This is an optimization exercise on Yosys and OpenROAD, whose aim is small area, a short achievable clock period and few clock cycles per item, not a production implementation.

// dct8_stream
module dct8_stream #(
    parameter int IN_W        = 8,
    parameter int OUT_W       = 14,
    parameter int LEVEL_SHIFT = 0
) (
    input  logic                    clk,
    input  logic                    rst,
    input  logic                    en,
    input  logic                    in_valid,
    output logic                    in_ready,
    input  logic [IN_W-1:0]         x0,
    input  logic [IN_W-1:0]         x1,
    input  logic [IN_W-1:0]         x2,
    input  logic [IN_W-1:0]         x3,
    input  logic [IN_W-1:0]         x4,
    input  logic [IN_W-1:0]         x5,
    input  logic [IN_W-1:0]         x6,
    input  logic [IN_W-1:0]         x7,
    output logic                    out_valid,
    input  logic                    out_ready,
    output logic signed [OUT_W-1:0] y0,
    output logic signed [OUT_W-1:0] y1,
    output logic signed [OUT_W-1:0] y2,
    output logic signed [OUT_W-1:0] y3,
    output logic signed [OUT_W-1:0] y4,
    output logic signed [OUT_W-1:0] y5,
    output logic signed [OUT_W-1:0] y6,
    output logic signed [OUT_W-1:0] y7
);
For scale: about 2,900 cells after synthesis, about 180 I/O pins, roughly 35,000 µm² of cells after synthesis.
Settings: LEC_CHECK=0, CAP_MARGIN=20, CORE_MARGIN=2, CORE_UTILIZATION=50, SLEW_MARGIN=20, SYNTH_HIERARCHICAL=1; clock period 12.0 ns.
standard.sh (not shown) runs the stock make flow with config.mk's settings and CLKGATE_MAP_FILE= SYNTH_SCRIPT=/design/flow/synth_recipe.tcl, a recipe that flattens the netlist after the stock synthesis.
==> flow/flow/run.sh <==
#!/bin/bash
# Standard ORFS layout, with repair_timing aiming below the clock period and
# plain buffers on the ports.
set -euo pipefail
bash standard.sh SETUP_SLACK_MARGIN=7.4 "BUFFER_PORTS_ARGS=-buffer_cell sky130_fd_sc_hd__buf_2" finish > standard_flow.log 2>&1
Rerun with:
--- a/flow/design.v
+++ b/flow/design.v
@@ -64,24 +64,23 @@
     always_ff @(posedge clk) begin
         if (~sv)
             for (int i = 0; i < 8; i++) sk[i] <= xin[i];
     end
     always_comb
         for (int i = 0; i < 8; i++) xm[i] = sv ? sk[i] : xin[i];
     logic [8:0] a_n [4];
-    logic [8:0] an_n [4];    
     logic [8:0] b_n [4];
     for (genvar i = 0; i < 4; i++) begin : g_bfly
-        dct_addsub #(.W(8), .SUB(0)) ua (.a(xm[i]), .b(xm[7-i]), .y(a_n[i]), .yn(an_n[i]));
-        dct_addsub #(.W(8), .SUB(1)) ub (.a(xm[i]), .b(xm[7-i]), .y(b_n[i]), .yn());
+        dct_addsub #(.W(8), .SUB(0)) ua (.a(xm[i]), .b(xm[7-i]), .y(a_n[i]));
+        dct_addsub #(.W(8), .SUB(1)) ub (.a(xm[i]), .b(xm[7-i]), .y(b_n[i]));
     end
     logic [8:0] ss_n, sc_n, es_n, ec_n;
     for (genvar j = 0; j < 9; j++) begin : g_l1
         dct_fa us (.a(a_n[0][j]), .b(a_n[1][j]), .c(a_n[2][j]), .s(ss_n[j]), .co(sc_n[j]));
-        dct_fa ue (.a(a_n[1][j]), .b(a_n[2][j]), .c(an_n[0][j]), .s(es_n[j]), .co(ec_n[j]));
+        dct_fa ue (.a(a_n[1][j]), .b(a_n[2][j]), .c(~a_n[0][j]), .s(es_n[j]), .co(ec_n[j]));
     end
     logic [8:0] ss_r, sc_r, es_r, ec_r;
     logic [8:0] a0_r, a1_r, a2_r, a3_r;
     logic [8:0] b0_r, b1_r, b2_r, b3_r;
     always_ff @(posedge clk) begin
         if (en & r2) begin
             ss_r <= ss_n;
@@ -1765,16 +1764,16 @@
     dct_fa us19 (.a(es_r[2]), .b(ec_r[1]), .c(~a3_r[2]), .s(s19), .co(c20));
     dct_fa us21 (.a(es_r[3]), .b(ec_r[2]), .c(~a3_r[3]), .s(s21), .co(c22));
     dct_fa us23 (.a(es_r[4]), .b(ec_r[3]), .c(~a3_r[4]), .s(s23), .co(c24));
     dct_fa us25 (.a(es_r[5]), .b(ec_r[4]), .c(~a3_r[5]), .s(s25), .co(c26));
     dct_fa us27 (.a(es_r[6]), .b(ec_r[5]), .c(~a3_r[6]), .s(s27), .co(c28));
     dct_fa us29 (.a(es_r[7]), .b(ec_r[6]), .c(~a3_r[7]), .s(s29), .co(c30));
     dct_fa us31 (.a(es_r[8]), .b(ec_r[7]), .c(~a3_r[8]), .s(s31), .co(c32));
-    dct_addsub #(.W(9), .SUB(1)) ud0 (.a(a0_r), .b(a3_r), .y(d0), .yn());
-    dct_addsub #(.W(9), .SUB(1)) ud1 (.a(a1_r), .b(a2_r), .y(d1), .yn());
+    dct_addsub #(.W(9), .SUB(1)) ud0 (.a(a0_r), .b(a3_r), .y(d0));
+    dct_addsub #(.W(9), .SUB(1)) ud1 (.a(a1_r), .b(a2_r), .y(d1));
     dct_fa us33 (.a(~a3_r[0]), .b(a3_r[1]), .c(ss_r[0]), .s(s33), .co(c34));
     dct_fa us35 (.a(sc_r[8]), .b(a3_r[1]), .c(ss_r[0]), .s(s35), .co(c36));
     dct_ha us37 (.a(s1), .b(c16), .s(s37), .co(c38));
     dct_ha us39 (.a(c2), .b(c14), .s(s39), .co(c40));
     dct_fa us41 (.a(ss_r[0]), .b(a3_r[0]), .c(a3_r[1]), .s(s41), .co(c42));
     dct_ha us43 (.a(c10), .b(c6), .s(s43), .co(c44));
     dct_fa us45 (.a(a3_r[1]), .b(c12), .c(c8), .s(s45), .co(c46));
@@ -2727,34 +2726,32 @@
 endmodule
 module dct_addsub #(
     parameter int W   = 9,
     parameter int SUB = 0
 ) (
     input  logic [W-1:0] a,
     input  logic [W-1:0] b,
-    output logic [W:0]   y,
-    output logic [W:0]   yn
+    output logic [W:0]   y
 );
     if (SUB != 0) begin : g_sub
         assign y = {1'b0, a} - {1'b0, b};
     end else begin : g_add
         assign y = {1'b0, a} + {1'b0, b};
     end
-    assign yn = ~y;
 endmodule
 module dct_carry #(
     parameter int         W  = 8,
     parameter logic [W-1:0] IA = '0,
     parameter logic [W-1:0] IB = '0
 ) (
     input  logic [W-1:0] a,
     input  logic [W-1:0] b,
     output logic         co
 );
-    localparam int L = (W <= 1) ? 0 : (W <= 2) ? 1 : (W <= 4) ? 2 : (W <= 8) ? 3 : (W <= 16) ? 4 : 5;
+    localparam int L = $clog2(W);
     logic [W-1:0] ae, be;
     logic [W-1:0] g [L+1];
     logic [W-1:0] t [L+1];
     assign ae   = a ^ IA;
     assign be   = b ^ IB;
     assign g[0] = ae & be;
     assign t[0] = ae | be;
=> The new run finished clean; worst hold slack stays flat; wire length falls by 1.9%; synthesized area falls by 0.47%; register-to-register slack is better by 30 ps; sequential share of layout area rises by 0.13 points.
Function was not checked in any run of this note: the RTL went through the layout flow alone.

-- static timing again, ports no longer ideal --
The results above use ideal ports. As a check the final layouts listed here were re-extracted and re-timed, cells and wires unchanged. Step 1 (the two cells are an assumption about what drives the block):
set clk [get_ports {clk}]
set_driving_cell -lib_cell sky130_fd_sc_hd__clkbuf_16 $clk
set_driving_cell -lib_cell sky130_fd_sc_hd__buf_2 [delete_from_list [all_inputs] $clk]
Step 2 also shifts input and output timing later by t, the mid clock arrival at the registers, as if the neighbouring blocks saw the same clock. a / b / c = no drivers / after step 1 / after step 2; a / b = the first two.
| run | t (ns) | slack for setup (ns) | clock arrival spread, ns |
|---|---|---|---|
| the first run | 0.625 | 7.390 / 7.390 / 6.942 | 0.022 / 0.022 |
| the second run | 0.623 | 7.418 / 7.418 / 6.877 | 0.017 / 0.017 |
After both steps setup and hold are still met in every run listed. The setup slack of the second run, which loses most, moves by 0.000 ns with the drivers and by -0.541 ns with both steps.
